What follows belongs to an exercise in optimizing a design on an open flow for small area; a production flow would make more cautious choices. Function was checked by simulation only, so behaviour that the tests miss may differ from the original.

v4:
==> flow/design.v <==
module imem_loader #(
    parameter int          DEPTH_WORDS = 64,
    parameter logic [31:0] NOP_WORD    = 32'h00000013
) (
    input  logic         clk,
    input  logic         rst,
    input  logic         load_start,
    input  logic [6:0]   load_words,
    input  logic         byte_valid,
    input  logic [7:0]   byte_data,
    output logic         byte_ready,
    input  logic [7:0]   pc,
    output logic [31:0]  instruction,
    output logic         core_rst,
    output logic         load_done,
    output logic         load_err,
    output logic [6:0]   words_loaded
);
    localparam int NR = 16;   
    localparam int RL = 4;    
    localparam int NS = NR * RL + 1;   
    logic        st_load;
    logic        st_run;
    logic [1:0]  bcnt;
    logic [23:0] wbuf;
    logic [5:0]  tgt_m1;      
    logic [6:0]  wcnt;
    logic        done_q;
    logic        err_q;
    logic [31:0] pend;
    logic [5:0]  pidx;
    logic        pv;
    logic [2:0]  rot;
    logic [31:0] ring [NR][RL];
    logic legal, accept, wr_en, last_word, ins_now;
    assign legal     = (load_words != 7'd0) && (load_words <= 7'd64);
    assign accept    = byte_valid && st_load && !load_start;
    assign wr_en     = accept && (bcnt == 2'd3);
    assign last_word = (wcnt[5:0] == tgt_m1);
    assign ins_now   = pv && (rot[1:0] == ~pidx[1:0]);
    assign byte_ready   = st_load;
    assign core_rst     = !st_run;
    assign load_done    = done_q;
    assign load_err     = err_q;
    assign words_loaded = wcnt;
    always_ff @(posedge clk or negedge rst) begin
        if (!rst) begin
            st_load <= 1'b0;
            st_run  <= 1'b0;
            wcnt    <= 7'd0;
            done_q  <= 1'b0;
            err_q   <= 1'b0;
        end else begin
            done_q <= 1'b0;
            err_q  <= 1'b0;
            if (load_start) begin
                if (legal) begin
                    st_load <= 1'b1;
                    st_run  <= 1'b0;
                    wcnt    <= 7'd0;
                end else begin
                    err_q <= 1'b1;
                end
            end else if (wr_en) begin
                wcnt <= wcnt + 7'd1;
                if (last_word) begin
                    st_load <= 1'b0;
                    st_run  <= 1'b1;
                    done_q  <= 1'b1;
                end
            end
        end
    end
    always_ff @(posedge clk) begin
        if (load_start && legal) begin
            tgt_m1 <= 6'(load_words - 7'd1);
            bcnt   <= 2'd0;
        end else if (accept) begin
            bcnt <= bcnt + 2'd1;
            if (bcnt != 2'd3)
                wbuf[{bcnt, 3'b000} +: 8] <= byte_data;
        end
    end
    always_ff @(posedge clk) begin
        if (wr_en) begin
            pend <= {byte_data, wbuf};
            pidx <= wcnt[5:0];
            pv   <= 1'b1;
        end else if (ins_now) begin
            pv <= 1'b0;
        end
    end
    always_ff @(posedge clk)
        rot <= rot + 3'd1;
    logic [31:0] ins_data;
    logic [NR-1:0] ins, ins_n;
    logic [31:0] ring_in [NR];
    assign ins_data = pend ^ {32{rot[2]}};
    for (genvar g = 0; g < NR; g++) begin : g_ins
        assign ins[g]   = ins_now && (pidx[5:2] == 4'(g));
        assign ins_n[g] = !ins[g];
        for (genvar b = 0; b < 32; b++) begin : g_b
            oai22 u_ins (.a1(ins_data[b]), .a2(ins_n[g]), .b1(ring[g][RL-1][b]), .b2(ins[g]),
                         .y(ring_in[g][b]));
        end
    end
    always_ff @(posedge clk) begin
        for (int g = 0; g < NR; g++) begin
            ring[g][0] <= ring_in[g];
            for (int i = 1; i < RL; i++)
                ring[g][i] <= ring[g][i-1];
        end
    end
    logic [5:0]    ridx;
    logic          byp, pol;
    logic [1:0]    ppos;      
    logic [NR-1:0] row;
    logic [RL-1:0] col;
    logic [3:0]    pol_of;    
    logic [NS-1:0] sel;
    logic [NS-1:0] en;
    logic [31:0]   src [NS];
    assign ridx = pc[7:2];
    assign byp  = pv && (pidx == ridx);
    assign ppos = pidx[1:0] + rot[1:0];
    always_comb begin
        for (int j = 0; j < RL; j++) begin
            pol_of[j] = 1'(({1'b0, 2'(j)} + rot) >> 2);
            col[j]    = (ridx[1:0] == 2'(2'(j) - rot[1:0]));
        end
        for (int g = 0; g < NR; g++)
            row[g] = (ridx[5:2] == 4'(g));
        for (int g = 0; g < NR; g++)
            for (int i = 0; i < RL; i++) begin
                en[g*RL+i]  = !st_load && !(pv && pidx[5:2] == 4'(g) && ppos == 2'(i));
                src[g*RL+i] = ring[g][i];
            end
        en[NS-1]  = 1'b1;
        src[NS-1] = pend;
        pol = !st_load && !byp && pol_of[ridx[1:0]];
    end
    for (genvar g = 0; g < NR; g++) begin : g_sel
        for (genvar i = 0; i < RL; i++) begin : g_i
            and3 u_sel (.a(row[g]), .b(col[i]), .c(en[g*RL+i]), .y(sel[g*RL+i]));
        end
    end
    assign sel[NS-1] = !st_load && byp;
    localparam int N1 = (NS + 2) / 3;    
    localparam int N2 = (N1 + 3) / 4;    
    for (genvar b = 0; b < 32; b++) begin : g_rd
        logic [N1-1:0] t;
        logic [N2-1:0] u;
        for (genvar k = 0; k < N1; k++) begin : g_a
            localparam int J0 = 3 * k;
            localparam int J1 = (3 * k + 1 < NS) ? 3 * k + 1 : J0;
            localparam int J2 = (3 * k + 2 < NS) ? 3 * k + 2 : J0;
            aoi222 u_aoi (.a0(sel[J0]), .b0(src[J0][b]),
                          .a1(sel[J1]), .b1(src[J1][b]),
                          .a2(sel[J2]), .b2(src[J2][b]), .y(t[k]));
        end
        for (genvar k = 0; k < N2; k++) begin : g_n
            localparam int K0 = 4 * k;
            localparam int K1 = (4 * k + 1 < N1) ? 4 * k + 1 : K0;
            localparam int K2 = (4 * k + 2 < N1) ? 4 * k + 2 : K0;
            localparam int K3 = (4 * k + 3 < N1) ? 4 * k + 3 : K0;
            nand4 u_nand (.a(t[K0]), .b(t[K1]), .c(t[K2]), .d(t[K3]), .y(u[k]));
        end
        if (NOP_WORD[b]) begin : g_one
            or6x_set u_fin (.u(u), .p(pol), .s(st_load), .y(instruction[b]));
        end else begin : g_zero
            or6x u_fin (.u(u), .p(pol), .y(instruction[b]));
        end
    end
endmodule
module oai22 (
    input  logic a1,
    input  logic a2,
    input  logic b1,
    input  logic b2,
    output logic y
);
    assign y = !((a1 | a2) & (b1 | b2));
endmodule
module aoi222 (
    input  logic a0,
    input  logic b0,
    input  logic a1,
    input  logic b1,
    input  logic a2,
    input  logic b2,
    output logic y
);
    assign y = !((a0 & b0) | (a1 & b1) | (a2 & b2));
endmodule
module nand4 (
    input  logic a,
    input  logic b,
    input  logic c,
    input  logic d,
    output logic y
);
    assign y = !(a & b & c & d);
endmodule
module and3 (
    input  logic a,
    input  logic b,
    input  logic c,
    output logic y
);
    assign y = a & b & c;
endmodule
module or6x (
    input  logic [5:0] u,
    input  logic       p,
    output logic       y
);
    logic n0, n1;
    nor3 u_n0 (.a(u[0]), .b(u[1]), .c(u[2]), .y(n0));
    nor3 u_n1 (.a(u[3]), .b(u[4]), .c(u[5]), .y(n1));
    nand2x u_x (.a(n0), .b(n1), .p(p), .y(y));
endmodule
module or6x_set (
    input  logic [5:0] u,
    input  logic       p,
    input  logic       s,
    output logic       y
);
    logic n0, n1;
    nor3 u_n0 (.a(u[0]), .b(u[1]), .c(u[2]), .y(n0));
    nor3 u_n1 (.a(u[3]), .b(u[4]), .c(u[5]), .y(n1));
    nand2xs u_x (.a(n0), .b(n1), .p(p), .s(s), .y(y));
endmodule
module nor3 (
    input  logic a,
    input  logic b,
    input  logic c,
    output logic y
);
    assign y = !(a | b | c);
endmodule
module nand2x (
    input  logic a,
    input  logic b,
    input  logic p,
    output logic y
);
    assign y = !(a & b) ^ p;
endmodule
module nand2xs (
    input  logic a,
    input  logic b,
    input  logic p,
    input  logic s,
    output logic y
);
    assign y = (!(a & b) ^ p) | s;
endmodule
export LEC_CHECK = 0
export CAP_MARGIN = 20
export CORE_MARGIN = 2
export CORE_UTILIZATION = 60
export CTS_CLUSTER_DIAMETER = 80
export CTS_CLUSTER_SIZE = 24
export SETUP_SLACK_MARGIN = 0.2
export SLEW_MARGIN = 20
export SYNTH_HIERARCHICAL = 1
export SYNTH_MINIMUM_KEEP_SIZE = 0
create_clock -name core_clock -period 8.0 [get_ports {clk}]
run.sh (not shown) runs the stock make flow with config.mk's settings and CLKGATE_MAP_FILE= SYNTH_SCRIPT=/design/flow/synth_recipe.tcl, a recipe that flattens the netlist after the stock synthesis.
## Diff of input files: v23 against v4
# v4
export LEC_CHECK = 0
export CAP_MARGIN = 20
export CORE_MARGIN = 2
export CORE_UTILIZATION = 60
export CTS_CLUSTER_DIAMETER = 80
export CTS_CLUSTER_SIZE = 24
export SETUP_SLACK_MARGIN = 0.2
export SLEW_MARGIN = 20
export SYNTH_HIERARCHICAL = 1
export SYNTH_MINIMUM_KEEP_SIZE = 0
create_clock -name core_clock -period 8.0 [get_ports {clk}]
# v23
export LEC_CHECK = 0
export CAP_MARGIN = 10
export CORE_MARGIN = 2
export CORE_UTILIZATION = 65
export CTS_CLUSTER_DIAMETER = 80
export CTS_CLUSTER_SIZE = 30
export SETUP_SLACK_MARGIN = 0.1
export SLEW_MARGIN = 10
export SYNTH_HIERARCHICAL = 1
export SYNTH_MINIMUM_KEEP_SIZE = 0
create_clock -name core_clock -period 8.0 [get_ports {clk}]
### Flow results
Going from v4 to v23, worst hold slack grows by 8.7 ps.
In the final reports, the cell area of v23 is smaller than that of v4.
v23 ended with more post-layout utilization of the core than v4.
Input-level comparison between v3 and v23:
# v23
export LEC_CHECK = 0
export CAP_MARGIN = 10
export CORE_MARGIN = 2
export CORE_UTILIZATION = 65
export CTS_CLUSTER_DIAMETER = 80
export CTS_CLUSTER_SIZE = 30
export SETUP_SLACK_MARGIN = 0.1
export SLEW_MARGIN = 10
export SYNTH_HIERARCHICAL = 1
export SYNTH_MINIMUM_KEEP_SIZE = 0
create_clock -name core_clock -period 8.0 [get_ports {clk}]
# v3
export LEC_CHECK = 0
export CAP_MARGIN = 20
export CORE_MARGIN = 2
export CORE_UTILIZATION = 60
export CTS_CLUSTER_DIAMETER = 100
export CTS_CLUSTER_SIZE = 30
export SETUP_SLACK_MARGIN = 0.1
export SLEW_MARGIN = 20
export SYNTH_HIERARCHICAL = 1
export SYNTH_MINIMUM_KEEP_SIZE = 0
create_clock -name core_clock -period 8.0 [get_ports {clk}]
### Flow results
- [v3 vs v23] core utilization of the finished layout: lower in v3
- Looking at headroom to the max-slew limit across v3 and v23, the one that comes out lower is v23.
- Looking at delay of the slowest critical-path stage, v3 sits below v23.
- Looking at layout-stage area growth over the synthesis result across v3 and v23, the one that comes out higher is v3.
- The setup slack of v3 is smaller than that of v23.
- Number of nets at the end of the flow, v3 vs v23: down slightly
- Between v3 and v23, the difference in post-placement cell area is negligible.

static timing again, ports no longer ideal:
The results above use ideal ports. As a check the final layouts listed here were re-extracted and re-timed, cells and wires unchanged.
Step 1: set_driving_cell puts a clkbuf_16 on clk and a buf_2 on each other input, an assumption about the parent block.
Step 2 adds t to the input delays and takes it off the output delays; t is the mean of the earliest and latest rising clock arrival at the registers after step 1. Input paths then give back, and output paths get back, about the clock's delay inside the block.
Three values: ideal ports, drivers, drivers and shift; two values: the first two.
run | shift t [ns] | slack for setup (ns) | worst slew at a driven data input, ns
v4 | 0.778 | 0.447 / 0.377 / 0.377 | 0.07
v23 | 0.768 | 0.448 / 0.402 / 0.402 | 0.06
v3 | 0.779 | 0.422 / 0.358 / 0.358 | 0.07
After both steps every run listed still meets setup and hold. The setup slack of v4, which loses most, moves by -0.070 ns with the drivers and by -0.070 ns with both steps.
